This is an optimization exercise on Yosys and OpenROAD, whose aim is small area, a short achievable clock period and few clock cycles per item, not a production implementation.

==> wip/harbor: inputs <==
## hsl_to_rgb_converter
module hsl_to_rgb_converter (
	input  logic clk,
	input  logic arst_n,
	input  logic hsl_valid,
	output logic hsl_stall,
	input  hsl_pkg::hsl_t hsl,
	output logic rgb_valid,
	input  logic rgb_stall,
	output hsl_pkg::rgb_t rgb
);
make LEC_CHECK=0 CAP_MARGIN=20 CORE_MARGIN=2 CORE_UTILIZATION=40 SLEW_MARGIN=20 SYNTH_HIERARCHICAL=1 SYNTH_MINIMUM_KEEP_SIZE=0 finish   # period 7.0 ns
run.sh (not shown) runs the stock make flow with config.mk's settings and CLKGATE_MAP_FILE= SYNTH_SCRIPT=/design/flow/synth_recipe.tcl, a recipe that flattens the netlist after the stock synthesis.
==> wip/cedar (differences from wip/harbor) <==
--- a/flow/design.v
+++ b/flow/design.v
@@ -70,33 +70,40 @@
 	input  logic arst_n,
 	input  logic hsl_valid,
 	output logic hsl_stall,
 	input  hsl_pkg::hsl_t hsl,
 	output logic rgb_valid,
 	input  logic rgb_stall,
 	output hsl_pkg::rgb_t rgb
 );
-	logic v1, v2, v3, vo;
-	logic adv;
-	assign adv = !(vo && rgb_stall);
+	logic v1, v2, v3, vo, vs;
+	logic adv, o_load;
+	assign adv    = !vs;
+	assign o_load = !vo || !rgb_stall;
 	always_ff @(posedge clk or negedge arst_n) begin
 		if (!arst_n) begin
 			v1 <= 1'b0;
 			v2 <= 1'b0;
 			v3 <= 1'b0;
 			vo <= 1'b0;
-		end else if (adv) begin
-			v1 <= hsl_valid;
-			v2 <= v1;
-			v3 <= v2;
-			vo <= v3;
+			vs <= 1'b0;
+		end else begin
+			if (adv) begin
+				v1 <= hsl_valid;
+				v2 <= v1;
+				v3 <= v2;
+			end
+			if (o_load) begin
+				vo <= vs || v3;
+			end
+			vs <= !o_load && (vs || v3);
 		end
 	end
-	assign hsl_stall = !adv;
+	assign hsl_stall = vs;
 	assign rgb_valid = vo;
 	logic [8:0] s1, l1;
 	logic [7:0] L1;
 	logic [3:0] hb1;
 	logic [7:0] hl1;
 	logic [2:0] sec1;
 	logic [15:0] P1, F1;
 	logic [15:0] P2, F2;
@@ -3651,26 +3658,29 @@
 			r3[72] <= w1572;
 			r3[73] <= w1573;
 			r3[74] <= w1574;
 			r3[75] <= w1575;
 			r3[76] <= w1576;
 			sec3 <= sec2;
 		end
 	end
-	hsl_pkg::rgb_t y, ro;
+	hsl_pkg::rgb_t y, ro, rs;
 	always_comb begin
 		case (sec3)
 			3'd0:    y = {mx, md, mn};
 			3'd1:    y = {md, mx, mn};
 			3'd2:    y = {mn, mx, md};
 			3'd3:    y = {mn, md, mx};
 			3'd4:    y = {md, mn, mx};
 			default: y = {mx, mn, md};
 		endcase
 	end
 	always_ff @(posedge clk) begin
+		if (o_load) begin
+			ro <= vs ? rs : y;
+		end
 		if (adv) begin
-			ro <= y;
+			rs <= y;
 		end
 	end
 	assign rgb = ro;
 endmodule
Settings changed: SETUP_SLACK_MARGIN set to 3.8.
==> run summary <==
- wip/harbor passed the timing, DRC and antenna checks. wip/cedar passed the timing, DRC and antenna checks.
- Against wip/harbor, the utilization of wip/cedar is higher by 5.7 points.
- Of wip/cedar and wip/harbor, wip/cedar has the higher via count (gap about 9%, measured against wip/harbor).
- Of wip/cedar and wip/harbor, wip/cedar has the higher clock skew (gap 0.0046 ns).
- Against wip/harbor, the sequential share of layout area of wip/cedar is lower by 1.8 points.
- Of wip/harbor and wip/cedar, wip/cedar has the higher synthesized area (gap about 3%, measured against wip/cedar).
- Between wip/harbor and wip/cedar, the lower worst hold slack is in wip/cedar (gap 0.0069 ns).
No run of this note included a check of the RTL's function; only the layout flow was run.


==> inputs of trial 42 <==
hsl_to_rgb_converter, a different RTL version from the one above (not shown whole).
make LEC_CHECK=0 CAP_MARGIN=20 CORE_MARGIN=2 CORE_UTILIZATION=40 SETUP_SLACK_MARGIN=3.0 SLEW_MARGIN=20 SYNTH_HIERARCHICAL=1 SYNTH_MINIMUM_KEEP_SIZE=0 finish   # period 7.0 ns
==> inputs of trial 27, as changes to trial 42 <==
--- a/flow/config.mk
+++ b/flow/config.mk
@@ -8,7 +8,7 @@
 export CAP_MARGIN = 20
 export CORE_MARGIN = 2
 export CORE_UTILIZATION = 40
-export SETUP_SLACK_MARGIN = 3.0
+export SETUP_SLACK_MARGIN = 3.4
 export SLEW_MARGIN = 20
 export SYNTH_HIERARCHICAL = 1
 export SYNTH_MINIMUM_KEEP_SIZE = 0
==> run summary <==
item                                                                               trial 27                 trial 42
Sequential portion of the cell area                                                   0.273                    0.283
Worst path depth                                                                         13                       14
Placed cell area                                                                 0.0181 mm²               0.0181 mm²
Launch point of the worst path                                                       r3[21]                    L1[0]
Metal-1 WL                                                                          17.7 mm                  17.5 mm
Detailed-route wire length                                                          40.4 mm                  39.2 mm
WHS Endpoint                                                                        sec2[1]                  sec3[2]
Clock latency of the later-clocked register in the worst-skew pair                   470 ps                   460 ps
Global routing usage summed across all routing layers                                 0.187                    0.182
Worst endpoint required time                                                        7220 ps                  7200 ps
Wire length of the first global-routing pass                                        64.6 mm                  63.1 mm
Final RePlAce weighted congestion                                                     0.812                    0.808
Highest achievable clock rate                                                     0.259 GHz                0.256 GHz
Gates resized, CTS repair                                                                56                       18
Result of the run                                                   complete, no violations  complete, no violations
Count of buffer and inverter cells on the critical path                                   3                        1
No functional check of the RTL was part of any run of this note.

-- re-timing with driven ports --
No port has a modelled driver above. Below, the same layouts with a new extraction and two added sets of constraints.
Step 1 sets driving cells, clkbuf_16 on the clock port and buf_2 on the other inputs (assumed; they add their load-dependent delay and slew).
Step 2 adds t to the input delays and takes it off the output delays; t is the mean of the earliest and latest rising clock arrival at the registers after step 1. Input paths then give back, and output paths get back, about the clock's delay inside the block.
a / b / c = ideal ports / drivers / drivers and shift; a / b = the first two.
run	shift t [ns]	setup WS [ns]	worst slew at a driven data input, ns
wip/harbor	0.525	2.610 / 2.610 / 2.610	0.05
wip/cedar	0.627	2.916 / 2.916 / 2.916	0.04
trial 42	0.501	3.094 / 3.094 / 2.925	0.04
trial 27	0.514	3.145 / 3.145 / 3.125	0.04
After both steps setup and hold are still met in every run listed. The setup slack of trial 42, which loses most, moves by 0.000 ns with the drivers and by -0.169 ns with both steps.
